What follows belongs to an exercise in optimizing a design on an open flow for small area, a short achievable clock period and few clock cycles; a production flow would make more cautious choices. RTL that was checked went through simulation tests only; none was proved equivalent to the original.

Setup of v50:
Design integer_matrix_multiply, start of the top module:
module integer_matrix_multiply (
  input  wire                                   clk,
  input  wire                                   rst,
  input  wire                                   in_valid,
  output logic                                  in_ready,
  input  wire        [1:0]                      operation,
  input  wire        [2:0]                      row_index,
  input  wire        [2:0]                      col_index,
  input  wire signed [15:0]                     element_value,
  output logic                                  out_valid,
  input  wire                                   out_ready,
  output logic       [2:0]                      out_row,
  output logic       [2:0]                      out_col,
  output logic signed [imm_pkg::PROD_WIDTH-1:0] product_value,
  output logic                                  last,
  output logic                                  dim_error,
  input  wire                                   cfg_we,
  input  wire        [1:0]                      cfg_index,
  input  wire        [3:0]                      cfg_data
);
For scale: roughly 14,000 cells after synthesis, ~3,200 flip-flops, about 80 I/O pins.
export LEC_CHECK = 0
export ABC_AREA = 1
export CAP_MARGIN = 20
export CORE_MARGIN = 2
export CORE_UTILIZATION = 55
export CTS_BUF_LIST = sky130_fd_sc_hd__clkbuf_8
export CTS_CLUSTER_SIZE = 20
export PLACE_DENSITY = 0.65
export SLEW_MARGIN = 20
export TNS_END_PERCENT = 10
create_clock -name core_clock -period 10.0 [get_ports {clk}]
standard.sh (not shown) runs the stock make flow with config.mk's settings and CLKGATE_MAP_FILE= SYNTH_SCRIPT=/design/flow/synth_recipe.tcl, a recipe that flattens the netlist after the stock synthesis.
==> flow/flow/run.sh <==
#!/bin/bash
# The standard layout, with the timing repair steps asked to leave more setup slack.
set -euo pipefail
bash standard.sh SETUP_SLACK_MARGIN=6.5 finish > standard.log 2>&1
Testbench counts of v50, summed over its fixed seeds: cycles 11,975.
Here is what was changed in the inputs of v1 compared with v50.
-- flow/config.mk --
<<< v50, line 10
export CORE_MARGIN = 2
export CORE_UTILIZATION = 55
export CTS_BUF_LIST = sky130_fd_sc_hd__clkbuf_8
export CTS_CLUSTER_SIZE = 20
export PLACE_DENSITY = 0.65
export SLEW_MARGIN = 20
export TNS_END_PERCENT = 10
>>> v1, line 10
export CORE_MARGIN = 2
export CORE_UTILIZATION = 40
export SLEW_MARGIN = 20
### Flow results
- Measured against v50, the total clock buffers created by CTS of v1 comes out at 0.64 times the reference value.
- Critical path depth in cells: v1 < v50
- In v1, actual transition at the worst max-transition pin is lower than in v50.
- v1 against v50: global-route usage fell 12 points, initial core utilization -15 points.
## Diff of input files: v39 against v1
-- flow/config.mk --
<<< v1, line 10
export CORE_MARGIN = 2
export CORE_UTILIZATION = 40
export SLEW_MARGIN = 20
>>> v39, line 10
export CORE_MARGIN = 2
export CORE_UTILIZATION = 55
export PLACE_DENSITY = 0.65
export SLEW_MARGIN = 20
--- outcome ---
- Across v39 and v1, the outcome is the same: a clean finish for every run.
- Compared v1 against v39; final instance area within noise.
- Diff v1 -> v39 | placeable core area | down by more than a quarter
- Tap cell instance count sits lower in v39 than in v1.
- Row initial standard-cell utilization of the core: v39 higher / v1 lower
- Re final critical delay including setup and external delays: v39 and v1 aren't equal, and the lower value belongs to v39.
- Taking v1 over v39, the initial antenna violation count ratio works out to 1.3.
- On period utilization, v39 tracks v1 almost exactly.
- | maximum number of pins on one net before global-route repair | v39 vs v1 | 4.2% higher |

* * *

Setup of run 1:
Another version of the RTL of integer_matrix_multiply (not shown whole).
Size in the first run: roughly 3200 flip-flops, about 80 I/O pins.
Design integer_matrix_multiply, start of the top module:
module integer_matrix_multiply (
  input  wire                                   clk,
  input  wire                                   rst,
  input  wire                                   in_valid,
  output logic                                  in_ready,
  input  wire        [1:0]                      operation,
  input  wire        [2:0]                      row_index,
  input  wire        [2:0]                      col_index,
  input  wire signed [15:0]                     element_value,
  output logic                                  out_valid,
  input  wire                                   out_ready,
  output logic       [2:0]                      out_row,
  output logic       [2:0]                      out_col,
  output logic signed [imm_pkg::PROD_WIDTH-1:0] product_value,
  output logic                                  last,
  output logic                                  dim_error,
  input  wire                                   cfg_we,
  input  wire        [1:0]                      cfg_index,
  input  wire        [3:0]                      cfg_data
);
==> flow/config.mk <==
export PLATFORM = sky130hd
export DESIGN_NAME = integer_matrix_multiply
export DESIGN_NICKNAME = integer_matrix_multiply
export VERILOG_FILES = /design/flow/design.v
export SDC_FILE = /design/flow/constraint.sdc
export NUM_CORES = 4
export LEC_CHECK = 0
export ABC_AREA = 1
export CAP_MARGIN = 20
export CORE_MARGIN = 2
export CORE_UTILIZATION = 40
export CTS_CLUSTER_DIAMETER = 120
export CTS_CLUSTER_SIZE = 25
export SLEW_MARGIN = 20
==> flow/constraint.sdc <==
create_clock -name core_clock -period 10.0 [get_ports {clk}]
set_input_delay 2.0000 -clock core_clock [delete_from_list [all_inputs] [get_ports {clk}]]
set_output_delay 2.0000 -clock core_clock [all_outputs]
set_load 0.01 [all_outputs]
Scripts as last shown in full above: flow/flow/run.sh
Relative to run 1, the following input files were edited for run 2:
- clearing CTS_CLUSTER_SIZE, which used to be 25
- clearing CTS_CLUSTER_DIAMETER, which used to be 120
--- a/flow/flow/run.sh
+++ b/flow/flow/run.sh
@@ -4 +4 @@
-bash standard.sh SETUP_SLACK_MARGIN=6.5 finish > standard.log 2>&1
+bash standard.sh SETUP_SLACK_MARGIN=6.2 finish > standard.log 2>&1
Findings:
Looking at the reports, run 1 completed the entire flow and the layout it produced met the timing, design-rule and antenna checks. Run 2: full flow OK, the timing, design-rule and antenna checks passed. Taking run 1 as 1.0, run 2 lands at 1.8 on count of clock-buffer cells in the layout. | signed area change from the synthesized netlist to the final layout | run 2 vs run 1 | 1.5 points higher |. Of run 2 and run 1, it is run 2 that has the higher clock network latency to the later pin of the worst-skew pair. Run 2 vs run 1, worst hold slack went up by 0.0050 ns. On cell count, run 1 and run 2 are neck and neck. Post-route clock period utilization was higher in the run labelled run 2. Diff run 1 -> run 2: non-clock buffer count saw a decrease; total CTS buffers saw an increase.
Modified inputs, run 3 compared to run 2
--- a/flow/flow/run.sh
+++ b/flow/flow/run.sh
@@ -4 +4 @@
-bash standard.sh SETUP_SLACK_MARGIN=6.2 finish > standard.log 2>&1
+bash standard.sh SETUP_SLACK_MARGIN=6.5 finish > standard.log 2>&1
Results
Run 2 and run 3 all finish clean.
In run 3 relative to run 2, post-cts sizing count had gone up by more than 100%.
Against run 2 as the reference, run 3 delivers a higher number of nets in the final layout.
Run 3: pin count of the biggest net entering global routing 6 above run 2
Higher source-to-sink clock delay at the later pin of the worst-skew pair goes to run 2 over run 3.
Run 3 reports its critical path endpoint as a_st[777] while run 2 reports u_dot.p3_26[7].
Diff run 2 -> run 3 | total routed wire length on the met1 layer | up by a few percent
Diff run 2 -> run 3: setup slack higher, data arrival time of the critical path lower.
Between run 3 and run 2, it is run 3 whose post-route clock period utilization is lower, by 2.2 points.
Run 3: number of signal-net buffers in the layout is 232 higher than what run 2 reported.
Higher finished layout cell area was reported by run 3, not run 2.
Fraction of met1 tracks used by global routing came out higher on run 3 than on run 2.
Input changes introduced in run 4 (baseline for comparison: run 3):
--- a/flow/flow/run.sh
+++ b/flow/flow/run.sh
@@ -4 +4 @@
-bash standard.sh SETUP_SLACK_MARGIN=6.5 finish > standard.log 2>&1
+bash standard.sh SETUP_SLACK_MARGIN=6.8 finish > standard.log 2>&1
[summary]
Final routed wirelength across all metal layers delta (run 4 -> run 3): insignificant. Global routing met2 resource utilization is higher on run 3. From run 3 to run 4 the numbers moved as follows: area of the multi-input gates saw an increase. Final period utilization, run 4 and run 3: lower on run 4. The maximum number of pins on one net before global-route repair reported for run 4 is greater than that of run 3 by about 1%. Diff run 3..run 4 | number of multi-input combinational cells in the layout | negligible. Run 4 vs run 3, last weighted congestion value of the routability-driven placer went up by 1.1%. Run 4 ended with every stage complete and zero timing, DRC or antenna violations.
Function was not checked in any run of this note: the RTL went through the layout flow alone.

==> re-timing with driven ports <==
In the flow no input, the clock included, has a driving cell. The finished layouts below were timed again as built, in two steps.
Step 1: set_driving_cell puts a clkbuf_16 on clk and a buf_2 on each other input, an assumption about the parent block.
Step 2 also shifts input and output timing later by t, the mid clock arrival at the registers, as if the neighbouring blocks saw the same clock.
a / b / c = ideal / step 1 / step 2; a / b = the first two.
| run | t, ns | setup slack, ns | worst hold slack (ns) |
|---|---|---|---|
| v50 | 1.268 | 6.176 / 6.176 / 5.395 | 0.326 / 0.326 / 0.326 |
| v1 | 1.060 | 6.391 / 6.352 / 5.733 | 0.325 / 0.325 / 0.325 |
| v39 | 1.040 | 6.403 / 6.403 / 5.574 | 0.299 / 0.299 / 0.299 |
| run 1 | 1.033 | 6.394 / 6.394 / 5.740 | 0.322 / 0.322 / 0.322 |
| run 2 | 1.060 | 6.112 / 6.112 / 5.401 | 0.327 / 0.327 / 0.327 |
| run 3 | 1.062 | 6.331 / 6.331 / 5.661 | 0.312 / 0.312 / 0.312 |
| run 4 | 1.081 | 6.541 / 6.412 / 6.057 | 0.269 / 0.269 / 0.269 |
After both steps every run listed still meets setup and hold. The setup slack of v39, which loses most, moves by 0.000 ns with the drivers and by -0.829 ns with both steps.
